Context: an optimization exercise on an open-source flow, tuned for small area. The choices shown serve that exercise and are no tape-out recipe.
In this exercise RTL edits were held to simulation tests only and were not proved equivalent to the original.

==> inputs of run A <==
// clk_freq_meter_top
module clk_freq_meter_top (
  input  logic        clk,
  input  logic        reset_n,
  input  logic [7:0]  clk_meas,
  input  logic [4:0]  avs_address,
  input  logic        avs_read,
  input  logic        avs_write,
  input  logic [31:0] avs_writedata,
  output logic [31:0] avs_readdata,
  output logic        led_dbg
);
==> module clk_freq_meter_chan, before the edit <==
module clk_freq_meter_chan
#(
  parameter int CW = 13
) (
  input  logic          clk,
  input  logic          reset_n,
  input  logic          clk_meas,
  input  logic          rebase,
  output logic [CW-1:0] cnt_o
);
  logic          s0_q;
  logic [5:1]    sh_q;
  logic          edge_s;
  logic [CW-1:0] cnt_q;
  always_ff @(posedge clk or negedge reset_n) begin
    if (!reset_n) s0_q <= 1'b0;
    else          s0_q <= clk_meas;
  end
  always_ff @(posedge clk) begin
    sh_q  <= {sh_q[4:1], s0_q};
    cnt_q <= (rebase ? {CW{1'b0}} : cnt_q) + CW'(edge_s);
  end
  assign edge_s = sh_q[4] & ~sh_q[5];
  assign cnt_o  = cnt_q;
endmodule
==> module clk_freq_meter, before the edit <==
module clk_freq_meter
(
  input  logic        clk,
  input  logic        reset_n,
  input  logic [7:0]  clk_meas,
  input  logic [4:0]  avs_address,
  input  logic        avs_read,
  input  logic        avs_write,
  input  logic [31:0] avs_writedata,
  output logic [31:0] avs_readdata,
  output logic        led_dbg
);
  localparam int CW = 13;
  localparam logic [13:0] TMR_LAST = 14'h0C25;
  localparam logic [2:0] S_ARM0 = 3'd0;
  localparam logic [2:0] S_ARM4 = 3'd4;
  localparam logic [2:0] S_IDLE = 3'd5;
  localparam logic [2:0] S_RUN  = 3'd6;
  logic [2:0]  state_q, state_d;
  logic [13:0] timer_q, timer_d;
  logic        enable_q, enable_d;
  logic        valid_q;
  logic [7:0]  seq_q;
  logic        led_q;
  logic [CW-1:0] cnt_s  [8];
  logic [CW-1:0] freq_q [8];
  logic [CW-1:0] min_q  [8];
  logic [CW-1:0] max_q  [8];
  logic ctrl_wr_s, clear_s, run_s, last_s, gate_done_s, update_s, rebase_s;
  always_comb begin
    ctrl_wr_s   = avs_write && (avs_address == clk_freq_meter_pkg::ADDR_CTRL);
    clear_s     = ctrl_wr_s && avs_writedata[1];
    enable_d    = ctrl_wr_s ? avs_writedata[0] : enable_q;
    run_s       = (state_q == S_RUN);
    last_s      = (timer_q == TMR_LAST);
    gate_done_s = run_s && last_s && enable_d;
    update_s    = gate_done_s && !clear_s;
    rebase_s    = !run_s || gate_done_s;
  end
  for (genvar i = 0; i < 8; i++) begin : g_chan
    clk_freq_meter_chan #(.CW(CW)) u_chan (
      .clk      (clk),
      .reset_n  (reset_n),
      .clk_meas (clk_meas[i]),
      .rebase   (rebase_s),
      .cnt_o    (cnt_s[i])
    );
  end
  always_comb begin
    case (state_q)
      S_ARM4:  state_d = enable_d ? S_RUN : S_IDLE;
      S_IDLE:  state_d = enable_d ? S_RUN : S_IDLE;
      S_RUN:   state_d = enable_d ? S_RUN : S_IDLE;
      default: state_d = state_q + 3'd1;
    endcase
    if (run_s && enable_d && !last_s)
      timer_d = {timer_q[12:0], ~(timer_q[13] ^ timer_q[12])};
    else
      timer_d = 14'd0;
  end
  always_ff @(posedge clk or negedge reset_n) begin
    if (!reset_n) begin
      state_q  <= S_ARM0;
      enable_q <= 1'b1;
      valid_q  <= 1'b0;
      seq_q    <= 8'd0;
      led_q    <= 1'b0;
    end else begin
      state_q  <= state_d;
      enable_q <= enable_d;
      if (clear_s) begin
        valid_q <= 1'b0;
      end else if (update_s) begin
        valid_q <= 1'b1;
        seq_q   <= seq_q + 8'd1;
        led_q   <= ~led_q;
      end
    end
  end
  always_ff @(posedge clk) begin
    timer_q <= timer_d;
  end
  always_ff @(posedge clk) begin
    if (update_s) begin
      for (int i = 0; i < 8; i++) begin
        freq_q[i] <= cnt_s[i];
        if (!valid_q || cnt_s[i] < min_q[i]) min_q[i] <= cnt_s[i];
        if (!valid_q || cnt_s[i] > max_q[i]) max_q[i] <= cnt_s[i];
      end
    end
  end
  logic [15:0] rlo_s, rlo_q;
  logic        rones_s, rones_q;
  logic        rid_s, rid_q;
  logic [2:0]  csel_s;
  always_comb begin
    rlo_s   = 16'h0;
    rones_s = 1'b0;
    rid_s   = 1'b0;
    csel_s  = avs_address[2:0];
    case (avs_address[4:3])
      2'd0: begin
        case (avs_address[2:0])
          3'd0: begin rlo_s = clk_freq_meter_pkg::ID_VALUE[15:0]; rid_s = 1'b1; end
          3'd1: rlo_s = 16'd10000;
          3'd2: rlo_s = {seq_q, 7'd0, valid_q};
          3'd3: rlo_s = {15'd0, enable_q};
          default: rlo_s = 16'h0;
        endcase
      end
      2'd1: rlo_s = valid_q ? 16'(freq_q[csel_s]) : 16'h0;
      2'd2: begin
        rlo_s   = valid_q ? 16'(min_q[csel_s]) : 16'hFFFF;
        rones_s = !valid_q;
      end
      default: rlo_s = valid_q ? 16'(max_q[csel_s]) : 16'h0;
    endcase
  end
  always_ff @(posedge clk or negedge reset_n) begin
    if (!reset_n) begin
      rlo_q   <= 16'h0;
      rones_q <= 1'b0;
      rid_q   <= 1'b0;
    end else if (avs_read) begin
      rlo_q   <= rlo_s;
      rones_q <= rones_s;
      rid_q   <= rid_s;
    end
  end
  assign avs_readdata = {rones_q ? 16'hFFFF : (rid_q ? clk_freq_meter_pkg::ID_VALUE[31:16] : 16'h0), rlo_q};
  assign led_dbg      = led_q;
endmodule
==> flow/config.mk <==
export PLATFORM = sky130hd
export DESIGN_NAME = clk_freq_meter_top
export DESIGN_NICKNAME = clk_freq_meter_top
export VERILOG_FILES = /design/flow/design.v
export SDC_FILE = /design/flow/constraint.sdc
export NUM_CORES = 4
export LEC_CHECK = 0
export CAP_MARGIN = 20
export CORE_MARGIN = 2
export CORE_UTILIZATION = 40
export SLEW_MARGIN = 20
==> flow/constraint.sdc <==
create_clock -name core_clock -period 7.5 [get_ports {clk}]
set_input_delay 1.5000 -clock core_clock [delete_from_list [all_inputs] [get_ports {clk}]]
set_output_delay 1.5000 -clock core_clock [all_outputs]
set_load 0.01 [all_outputs]
run.sh (not shown) runs the stock make flow with config.mk's settings and CLKGATE_MAP_FILE= SYNTH_SCRIPT=/design/flow/synth_recipe.tcl, a recipe that flattens the netlist after the stock synthesis.
==> run Y (differences from run A) <==
--- a/flow/design.v
+++ b/flow/design.v
@@ -7,16 +7,10 @@
 endpackage
-module clk_freq_meter_chan
-#(
-  parameter int CW = 13
-) (
-  input  logic          clk,
-  input  logic          reset_n,
-  input  logic          clk_meas,
-  input  logic          rebase,
-  output logic [CW-1:0] cnt_o
-);
-  logic          s0_q;
-  logic [5:1]    sh_q;
-  logic          edge_s;
-  logic [CW-1:0] cnt_q;
+module clk_freq_meter_chan (
+  input  logic clk,
+  input  logic reset_n,
+  input  logic clk_meas,
+  output logic edge_o
+);
+  logic       s0_q;
+  logic [5:1] sh_q;
   always_ff @(posedge clk or negedge reset_n) begin
@@ -26,7 +20,19 @@
   always_ff @(posedge clk) begin
-    sh_q  <= {sh_q[4:1], s0_q};
-    cnt_q <= (rebase ? {CW{1'b0}} : cnt_q) + CW'(edge_s);
-  end
-  assign edge_s = sh_q[4] & ~sh_q[5];
-  assign cnt_o  = cnt_q;
+    sh_q <= {sh_q[4:1], s0_q};
+  end
+  assign edge_o = sh_q[4] & ~sh_q[5];
+endmodule
+module clk_freq_meter_lt #(
+  parameter int W = 13
+) (
+  input  logic [W-1:0] a,
+  input  logic [W-1:0] b,
+  output logic         lt
+);
+  logic [W:0] bw;
+  assign bw[0] = 1'b0;
+  for (genvar i = 0; i < W; i++) begin : g_bit
+    assign bw[i+1] = (~a[i] & b[i]) | (~a[i] & bw[i]) | (b[i] & bw[i]);
+  end
+  assign lt = bw[W];
 endmodule
@@ -54,8 +60,10 @@
   logic        valid_q;
+  logic        first_q;
   logic [7:0]  seq_q;
-  logic        led_q;
-  logic [CW-1:0] cnt_s  [8];
+  logic [3:0]  rot_q;
+  logic [7:0]    edge_s;
+  logic [7:0]    edge_rot_s;
+  logic [CW-1:0] cnt_q  [8];
   logic [CW-1:0] freq_q [8];
-  logic [CW-1:0] min_q  [8];
-  logic [CW-1:0] max_q  [8];
+  logic [CW-1:0] mm_q   [16];
   logic ctrl_wr_s, clear_s, run_s, last_s, gate_done_s, update_s, rebase_s;
@@ -72,3 +80,3 @@
   for (genvar i = 0; i < 8; i++) begin : g_chan
-    clk_freq_meter_chan #(.CW(CW)) u_chan (
+    clk_freq_meter_chan u_chan (
       .clk      (clk),
@@ -76,4 +84,3 @@
       .clk_meas (clk_meas[i]),
-      .rebase   (rebase_s),
-      .cnt_o    (cnt_s[i])
+      .edge_o   (edge_s[i])
     );
@@ -98,3 +105,3 @@
       seq_q    <= 8'd0;
-      led_q    <= 1'b0;
+      rot_q    <= 4'd0;
     end else begin
@@ -102,2 +109,3 @@
       enable_q <= enable_d;
+      rot_q    <= rot_q + 4'd1;
       if (clear_s) begin
@@ -107,3 +115,2 @@
         seq_q   <= seq_q + 8'd1;
-        led_q   <= ~led_q;
       end
@@ -114,16 +121,35 @@
   end
+  always_comb begin
+    logic [7:0] r0, r1;
+    r0 = rot_q[0] ? {edge_s[0], edge_s[7:1]} : edge_s;
+    r1 = rot_q[1] ? {r0[1:0], r0[7:2]} : r0;
+    edge_rot_s = rot_q[2] ? {r1[3:0], r1[7:4]} : r1;
+  end
+  logic head_lt_s, head_take_s;
+  clk_freq_meter_lt #(.W(CW)) u_head_lt (.a(freq_q[0]), .b(mm_q[0]), .lt(head_lt_s));
+  assign head_take_s = first_q || (rot_q[3] ? !head_lt_s : head_lt_s);
   always_ff @(posedge clk) begin
-    if (update_s) begin
-      for (int i = 0; i < 8; i++) begin
-        freq_q[i] <= cnt_s[i];
-        if (!valid_q || cnt_s[i] < min_q[i]) min_q[i] <= cnt_s[i];
-        if (!valid_q || cnt_s[i] > max_q[i]) max_q[i] <= cnt_s[i];
-      end
-    end
-  end
-  logic [15:0] rlo_s, rlo_q;
-  logic        rones_s, rones_q;
-  logic        rid_s, rid_q;
-  logic [2:0]  csel_s;
-  always_comb begin
+    if (update_s) first_q <= !valid_q;
+    for (int p = 0; p < 8; p++) begin
+      cnt_q[p]  <= rebase_s ? CW'(edge_rot_s[(p+1)%8]) : cnt_q[(p+1)%8] + CW'(edge_rot_s[(p+1)%8]);
+      freq_q[p] <= update_s ? cnt_q[(p+1)%8] : freq_q[(p+1)%8];
+    end
+    for (int p = 0; p < 15; p++) begin
+      mm_q[p] <= mm_q[p+1];
+    end
+    mm_q[15] <= head_take_s ? freq_q[0] : mm_q[0];
+  end
+  logic [15:0]   rlo_s, rlo_q;
+  logic          rones_s, rones_q;
+  logic          rid_s, rid_q;
+  logic [3:0]    pos_s;
+  logic [CW-1:0] f_s, m_s, v_s;
+  logic          lt_s, take_f_s;
+  clk_freq_meter_lt #(.W(CW)) u_rd_lt (.a(f_s), .b(m_s), .lt(lt_s));
+  always_comb begin
+    pos_s    = avs_address[3:0] - rot_q;
+    f_s      = freq_q[pos_s[2:0]];
+    m_s      = mm_q[pos_s];
+    take_f_s = first_q || (avs_address[3] ? !lt_s : lt_s);
+    v_s      = take_f_s ? f_s : m_s;
     rlo_s   = 16'h0;
@@ -131,3 +157,2 @@
     rid_s   = 1'b0;
-    csel_s  = avs_address[2:0];
     case (avs_address[4:3])
@@ -142,8 +167,8 @@
       end
-      2'd1: rlo_s = valid_q ? 16'(freq_q[csel_s]) : 16'h0;
+      2'd1: rlo_s = valid_q ? 16'(f_s) : 16'h0;
       2'd2: begin
-        rlo_s   = valid_q ? 16'(min_q[csel_s]) : 16'hFFFF;
+        rlo_s   = valid_q ? 16'(v_s) : 16'hFFFF;
         rones_s = !valid_q;
       end
-      default: rlo_s = valid_q ? 16'(max_q[csel_s]) : 16'h0;
+      default: rlo_s = valid_q ? 16'(v_s) : 16'h0;
     endcase
@@ -162,3 +187,3 @@
   assign avs_readdata = {rones_q ? 16'hFFFF : (rid_q ? clk_freq_meter_pkg::ID_VALUE[31:16] : 16'h0), rlo_q};
-  assign led_dbg      = led_q;
+  assign led_dbg      = seq_q[0];
 endmodule
==> flow/flow/run.sh (new file) <==
#!/bin/bash
set -euo pipefail
here=$(pwd)
rm -rf "$here/scripts_abc"
cp -r "$FLOW_HOME/scripts" "$here/scripts_abc"
cp "$here/flow/abc_area.script" "$here/scripts_abc/abc_area.script"
export SCRIPTS_DIR="$here/scripts_abc"
export CTS_ARGS="-sink_clustering_enable -repair_clock_nets -dont_use_dummy_load -buf_list {sky130_fd_sc_hd__clkbuf_4 sky130_fd_sc_hd__clkbuf_8} -sink_clustering_size 16 -sink_clustering_max_diameter 50"
export BUFFER_PORTS_ARGS="-buffer_cell sky130_fd_sc_hd__buf_1"
bash standard.sh > standard_flow.log 2>&1
==> flow/flow/abc_area.script (new file) <==
strash
&get -n
&fraig -x
&put
scorr
dc2
strash
&get -n
&synch2
&dch -f
&nf -R 1000 -p -C 32 -F 8
&put
==> flow/standard.sh (new file) <==
#!/bin/bash
# synth_recipe.tcl (not shown) runs the flow's synth.tcl, then flattens the netlist and writes it again
# the make line also repeats each setting of config.mk as NAME=value (left out here)
make -C /OpenROAD-flow-scripts/flow DESIGN_CONFIG=/design/flow/config.mk WORK_HOME=/design/flow/orfs CLKGATE_MAP_FILE= SYNTH_SCRIPT=/design/flow/synth_recipe.tcl "${@:-finish}"
- ABC_AREA: not set -> 1
- CORE_UTILIZATION: 40 -> 81
removed: flow/run.sh
==> results_dict.tcl <==
set metrics [dict create \
    finClkSkew_ns 0.0148 \
    synth_compound_area_frac 0.103 \
    yosys.area_share.simple 0.109 \
    outcome "finished clean" \
    routed-wl-met3_um 5890 \
]
# the run above: run A

==> results_dict.tcl <==
set metrics [dict create \
    rrSetupSlack_ns 1.11 \
    synth_compound_area_frac 0.112 \
    routed-wl-met3_um 3660 \
    ff2ff_path_depth 24 \
    outcome "finished clean" \
    finClkSkew_ns 0.0770 \
    powerComb_uw 376 \
    yosys.area_share.simple 0.107 \
]
# the run above: run Y

## separate check: timing with driven ports
The results above use ideal ports. As a check the final layouts listed here were re-extracted and re-timed, cells and wires unchanged.
Step 1 sets driving cells, clkbuf_16 on the clock port and buf_2 on the other inputs (assumed; they add their load-dependent delay and slew).
Step 2, shift: input delay + t, output delay - t, t = (earliest + latest rising clock arrival at the registers) / 2. This alone moves slack from input paths to output paths.
a / b / c = ideal ports / drivers / drivers and shift; a / b = the first two.
run | shift t [ns] | slack for setup (ns) | worst setup path after step 2
run A | 0.663 | 2.464 / 2.498 / 1.836 | input to register
run Y | 0.581 | 0.474 / 0.488 / -0.093 | input to register
Met with ideal ports but missed after step 2: setup timing in run Y. For run A, which loses most, drivers alone change the setup slack by +0.034 ns; drivers and shift together by -0.628 ns.
